Source: an optimization exercise on an open RTL-to-GDS flow (aim: small area). Production flows keep margins and buffers that such runs may drop.
Function was checked by simulation only, so behaviour that the tests miss may differ from the original.
No activity file was given, so power comes from the tool's default toggle rates.

== before ==
Design pattern_encoder, start of the top module:
module pattern_encoder #(
    parameter int INDEX_WIDTH = 32,
    parameter int ADDR_WIDTH  = 48,
    parameter int DATA_WIDTH  = 64
) (
    input  logic                   clk,
    input  logic                   rst,
    input  logic                   start,
    input  logic [ADDR_WIDTH-1:0]  start_addr,
    input  logic                   index_push,
    input  logic [INDEX_WIDTH-1:0] row,
    input  logic [INDEX_WIDTH-1:0] col,
    output logic                   index_stall,
    input  logic                   finish,
    output logic                   wr_req,
    input  logic                   wr_stall,
    output logic [ADDR_WIDTH-1:0]  wr_addr,
    output logic [DATA_WIDTH-1:0]  wr_data,
    output logic                   done,
    output logic [ADDR_WIDTH-1:0]  word_count
);
    localparam int IW = INDEX_WIDTH;    
    localparam int SH = $clog2(DATA_WIDTH / 8);
    localparam int AW = ADDR_WIDTH - SH;
    typedef enum logic [2:0] {
  ...
Settings: LEC_CHECK=0, CAP_MARGIN=20, CORE_MARGIN=2, CORE_UTILIZATION=80, SLEW_MARGIN=20; clock period 10.0 ns.
standard.sh (not shown) runs the stock make flow with config.mk's settings and CLKGATE_MAP_FILE= SYNTH_SCRIPT=/design/flow/synth_recipe.tcl, a recipe that flattens the netlist after the stock synthesis.
==> flow/flow/run.sh <==
#!/bin/bash
# Standard ORFS layout, with the smallest buffer on each port and a clock
# tree of a few small buffers without dummy loads.
set -euo pipefail
export BUFFER_PORTS_ARGS="-buffer_cell sky130_fd_sc_hd__buf_1"
export CTS_ARGS="-sink_clustering_enable -repair_clock_nets -dont_use_dummy_load -sink_clustering_size 16 -sink_clustering_max_diameter 60 -buf_list {sky130_fd_sc_hd__clkbuf_8}"
bash standard.sh > standard.log 2>&1
For after, these inputs were changed with respect to before:
- a change of CORE_UTILIZATION from 80 to 70
Findings:
Per the comparison of after with before, average via count per standard cell fell about 9%, combinational group power decreased about 5%.
before was routed with more vias than after.
Between before and after, time the worst path needs with I/O delays and setup is higher for before, after comes in under that.
Utilization in after is 11 points lower than in before
Number of unique standard cell types used by synthesis: after vs before — no meaningful difference
Fraction of area in clock buffers and inverters of after is on par with before.


Another version of the RTL of pattern_encoder (not shown whole).
Size in the first run: roughly 320 flip-flops, about 280 I/O pins, ~14000 um^2 of cells after synthesis.
==> flow/config.mk <==
export PLATFORM = sky130hd
export DESIGN_NAME = pattern_encoder
export DESIGN_NICKNAME = pattern_encoder
export VERILOG_FILES = /design/flow/design.v
export SDC_FILE = /design/flow/constraint.sdc
export NUM_CORES = 4
export LEC_CHECK = 0
export CAP_MARGIN = 20
export CORE_MARGIN = 2
export CORE_UTILIZATION = 40
export SLEW_MARGIN = 20
==> flow/constraint.sdc <==
create_clock -name core_clock -period 10.0 [get_ports {clk}]
set_input_delay 2.0000 -clock core_clock [delete_from_list [all_inputs] [get_ports {clk}]]
set_output_delay 2.0000 -clock core_clock [all_outputs]
set_load 0.01 [all_outputs]
run.sh (not shown) runs the stock make flow with config.mk's settings and CLKGATE_MAP_FILE= SYNTH_SCRIPT=/design/flow/synth_recipe.tcl, a recipe that flattens the netlist after the stock synthesis.
Stock flow here: none of the scripts above is used.
==> next run, changes <==
==> flow/flow/run.sh (new file) <==
#!/bin/bash
# Standard ORFS layout, with the smallest buffer on each port and small
# clock buffers without dummy loads in CTS.
set -euo pipefail
export BUFFER_PORTS_ARGS="-buffer_cell sky130_fd_sc_hd__buf_1"
export CTS_ARGS="-sink_clustering_enable -repair_clock_nets -dont_use_dummy_load -buf_list {sky130_fd_sc_hd__clkbuf_2 sky130_fd_sc_hd__clkbuf_4}"
bash standard.sh > standard.log 2>&1
==> flow/standard.sh (new file) <==
#!/bin/bash
# synth_recipe.tcl (not shown) runs the flow's synth.tcl, then flattens the netlist and writes it again
# the make line also repeats each setting of config.mk as NAME=value (left out here)
make -C /OpenROAD-flow-scripts/flow DESIGN_CONFIG=/design/flow/config.mk WORK_HOME=/design/flow/orfs CLKGATE_MAP_FILE= SYNTH_SCRIPT=/design/flow/synth_recipe.tcl "${@:-finish}"
--- a/flow/config.mk
+++ b/flow/config.mk
@@ -9,3 +9,3 @@
 export CORE_MARGIN = 2
-export CORE_UTILIZATION = 40
+export CORE_UTILIZATION = 60
 export SLEW_MARGIN = 20
removed: flow/run.sh
Result: Synthesized area is unchanged; worst hold slack degrades by 0.021 ns; combinational power goes down by about a fifth; routed wire length goes down by a little under a tenth; synthesized cell count stays the same; setup slack improves by 0.33 ns; total power goes down by about a fifth; global-route usage goes up by 6.7 points; count of clock-buffer cells in the layout goes up by 29; first-iteration DRC count goes up by roughly a tenth; via count goes up by a few percent.

separate check: timing with driven ports:
Ports are ideal in the flow. The routed layouts listed here were re-timed in OpenROAD.
Step 1: set_driving_cell puts a clkbuf_16 on clk and a buf_2 on each other input, an assumption about the parent block.
Step 2 adds t to the input delays and takes it off the output delays; t is the mean of the earliest and latest rising clock arrival at the registers after step 1. Input paths then give back, and output paths get back, about the clock's delay inside the block.
Three values: ideal ports, drivers, drivers and shift; two values: the first two.
run	shift t [ns]	setup WS [ns]	hold slack, ns	clock arrival spread, ns	pins driven straight from the clock port
before	0.564	4.617 / 4.612 / 4.049	0.317 / 0.317 / 0.317	0.055 / 0.055	1
after	0.565	4.786 / 4.775 / 4.211	0.276 / 0.276 / 0.276	0.053 / 0.053	1
the first run of note 2	0.551	5.875 / 5.834 / 5.282	0.414 / 0.414 / 0.414	0.025 / 0.025	1
the second run of note 2	0.672	6.202 / 6.163 / 5.687	0.393 / 0.393 / 0.393	0.065 / 0.066	1
After both steps every run listed still meets setup and hold. For the first run of note 2, which loses most, drivers alone change the setup slack by -0.041 ns; drivers and shift together by -0.593 ns.
